This design comes from an exercise in tuning for small area, a short achievable clock period and few clock cycles per item on the open sky130 flow, not from production work. Where RTL was checked, it was by simulation tests only, not by an equivalence proof against the original. Power is estimated from default activity; no workload was simulated.

==> module wide_add_pipe, before the edit <==
module wide_add_pipe #(
  parameter int WIDTH  = 256,
  parameter int LANE_W = 64,
  parameter int EN_W   = 8,
  parameter int CNT_W  = 16
) (
  input  logic             clk,
  input  logic             rst,
  input  logic             in_valid,
  output logic             in_ready,
  input  logic [WIDTH-1:0] op1,
  input  logic [WIDTH-1:0] op2,
  input  logic             sub,
  input  logic [EN_W-1:0]  en1,
  input  logic [EN_W-1:0]  en2,
  output logic             out_valid,
  input  logic             out_ready,
  output logic [WIDTH-1:0] res,
  output logic             carry_out,
  output logic [CNT_W-1:0] drop_cnt
);
  localparam int BLK_W = 8;                 
  localparam int SUP_W = 64;                
  localparam int NS    = WIDTH / SUP_W;     
  localparam int M     = SUP_W / BLK_W;     
  localparam int LVM   = (M > 16) ? 5 : (M > 8) ? 4 : (M > 4) ? 3 : (M > 2) ? 2 : 1;
  logic             advance;
  logic             gate;
  logic             is_sub;
  logic [WIDTH-1:0] b_in;
  assign gate = &(en1 ^ en2);
  assign advance  = !out_valid || out_ready;
  assign in_ready = advance;
  assign is_sub = (sub == wide_add_pkg::SUB);
  assign b_in   = op2 ^ {WIDTH{is_sub}};
  logic valid_q;
  always_ff @(posedge clk) begin
    if (rst) begin
      valid_q <= 1'b0;
    end else if (advance) begin
      valid_q <= in_valid && gate;
    end
  end
  logic [NS-1:0] sg_q;    
  logic [NS-1:0] sp_q;    
  logic [NS:0]   sc;      
  for (genvar s = 0; s < NS; s++) begin : g_sup
    logic [SUP_W-1:0] bsum;
    logic [M-1:0]     bg;
    logic [M-1:0]     bp;
    for (genvar m = 0; m < M; m++) begin : g_blk
      localparam int LO = s * SUP_W + m * BLK_W;
      logic [BLK_W-1:0] a;
      logic [BLK_W-1:0] b;
      logic [BLK_W-1:0] sm;
      logic             ci;
      logic             g;
      logic             p;
      assign a  = op1[LO +: BLK_W];
      assign b  = b_in[LO +: BLK_W];
      assign ci = (LO == 0) ? is_sub : 1'b0;
      wide_add_lane #(.BLK_W(BLK_W)) u_lane (
        .a    (a),
        .b    (b),
        .cin  (ci),
        .sum  (sm),
        .gen  (g),
        .prop (p)
      );
      assign bsum[m*BLK_W +: BLK_W] = sm;
      assign bg[m] = g;
      assign bp[m] = (LO == 0) ? 1'b0 : p;
    end
    logic [M-1:0] pg [LVM+1];
    logic [M-1:0] pp [LVM+1];
    assign pg[0] = bg;
    assign pp[0] = bp;
    for (genvar l = 0; l < LVM; l++) begin : g_lvl
      for (genvar m = 0; m < M; m++) begin : g_node
        if (((m >> l) & 1) == 1) begin : g_comb
          localparam int J = ((m >> l) << l) - 1;
          assign pg[l+1][m] = pg[l][m] | (pp[l][m] & pg[l][J]);
          assign pp[l+1][m] = pp[l][m] & pp[l][J];
        end else begin : g_pass
          assign pg[l+1][m] = pg[l][m];
          assign pp[l+1][m] = pp[l][m];
        end
      end
    end
    logic [SUP_W-1:0] sum_q;
    logic [M-1:1]     cyl_q;    
    logic [M-1:1]     ppl_q;    
    logic             sg_r;
    logic             sp_r;
    always_ff @(posedge clk) begin
      if (advance) begin
        sum_q   <= bsum;
        cyl_q   <= pg[LVM][M-2:0];
        ppl_q   <= pp[LVM][M-2:0];
        sg_r    <= pg[LVM][M-1];
        sp_r    <= pp[LVM][M-1];
      end
    end
    assign sg_q[s] = sg_r;
    assign sp_q[s] = sp_r;
    for (genvar m = 0; m < M; m++) begin : g_inc
      localparam int LO = s * SUP_W + m * BLK_W;
      logic [BLK_W-1:0] sm;
      logic [BLK_W-1:0] low_ones;
      logic             cin;
      assign sm = sum_q[m*BLK_W +: BLK_W];
      if (m == 0) begin : g_first
        assign cin = sc[s];
      end else begin : g_rest
        assign cin = cyl_q[m] | (ppl_q[m] & sc[s]);
      end
      assign low_ones[0] = 1'b1;
      for (genvar i = 1; i < BLK_W; i++) begin : g_bit
        assign low_ones[i] = &sm[i-1:0];
      end
      assign res[LO +: BLK_W] = sm ^ (low_ones & {BLK_W{cin}});
    end
  end
  assign sc[0] = 1'b0;
  for (genvar s = 0; s < NS; s++) begin : g_sc
    assign sc[s+1] = sg_q[s] | (sp_q[s] & sc[s]);
  end
  assign out_valid = valid_q;
  assign carry_out = sc[NS];
  logic             drop_inc;
  logic [CNT_W-1:0] cnt_ones;
  assign drop_inc    = in_valid && in_ready && !gate && !(&drop_cnt);
  assign cnt_ones[0] = 1'b1;
  for (genvar i = 1; i < CNT_W; i++) begin : g_ones
    assign cnt_ones[i] = &drop_cnt[i-1:0];
  end
  always_ff @(posedge clk) begin
    if (rst) begin
      drop_cnt <= '0;
    end else if (drop_inc) begin
      drop_cnt <= drop_cnt ^ cnt_ones;
    end
  end
endmodule
Settings: LEC_CHECK=0, CAP_MARGIN=20, CORE_MARGIN=2, CORE_UTILIZATION=40, SETUP_SLACK_MARGIN=0.8, SLEW_MARGIN=20; clock period 4.2 ns.
standard.sh (not shown) runs the stock make flow with config.mk's settings and CLKGATE_MAP_FILE= SYNTH_SCRIPT=/design/flow/synth_recipe.tcl, a recipe that flattens the netlist after the stock synthesis.
==> flow/flow/run.sh <==
#!/bin/bash
# Layout flow: the standard ORFS flow (standard.sh, including its
# standard synthesis), with plain buffers instead of ORFS's default
# delay-buffer cell for the port buffers that global placement inserts.
# Every input and output port still gets its own buffer.
set -euo pipefail
export BUFFER_PORTS_ARGS="-buffer_cell sky130_fd_sc_hd__buf_1"
bash standard.sh "BUFFER_PORTS_ARGS=$BUFFER_PORTS_ARGS" finish > flow_standard.log 2>&1
Testbench counts at the start, summed over its fixed seeds: cycles 2,403, items 2,400.
Then changed:
--- a/flow/design.v
+++ b/flow/design.v
@@ -37,12 +37,12 @@
   input  logic             out_ready,
   output logic [WIDTH-1:0] res,
   output logic             carry_out,
   output logic [CNT_W-1:0] drop_cnt
 );
-  localparam int BLK_W = 8;                 
-  localparam int SUP_W = 64;                
+  localparam int BLK_W = 16;                 
+  localparam int SUP_W = 128;                
   localparam int NS    = WIDTH / SUP_W;     
   localparam int M     = SUP_W / BLK_W;     
   localparam int LVM   = (M > 16) ? 5 : (M > 8) ? 4 : (M > 4) ? 3 : (M > 2) ? 2 : 1;
   logic             advance;
   logic             gate;
Outcome: Wire length goes up by 10%; via count increases by 15%; synthesized area came out higher by 1.0%; maximum frequency decreases by 3.1%; sequential share of layout area goes down by 5.1 points; count of clock-buffer cells in the layout came out lower by 14; sequential power drops by about 2%; die area rose by 1.0%; combinational power goes up by 15%; design area goes up by 9.4%; worst hold slack is better by 0.010 ns; setup slack got worse by 0.11 ns; global-route usage went up by 1.6 points.
Function not checked in the second run of this note: the RTL went through the layout flow alone.

[afterwards: timing with drivers on the ports]
No port has a modelled driver above. Below, the same layouts with a new extraction and two added sets of constraints. Step 1 sets driving cells, clkbuf_16 on the clock port and buf_2 on the other inputs (assumed; they add their load-dependent delay and slew). Step 2, shift: input delay + t, output delay - t, t = (earliest + latest rising clock arrival at the registers) / 2. This alone moves slack from input paths to output paths. Slacks: ideal ports / drivers / drivers and shift; pairs: ideal ports / drivers.
| run | shift t [ns] | setup slack, ns | slew at the worst register clock pin (ns) |
|---|---|---|---|
| the first run | 0.615 | 0.745 / 0.682 / 0.210 | 0.06 / 0.06 |
| the second run | 0.605 | 0.636 / 0.571 / 0.059 | 0.06 / 0.06 |
After both steps every run listed still meets setup and hold. For the second run, which loses most, drivers alone change the setup slack by -0.065 ns; drivers and shift together by -0.577 ns.
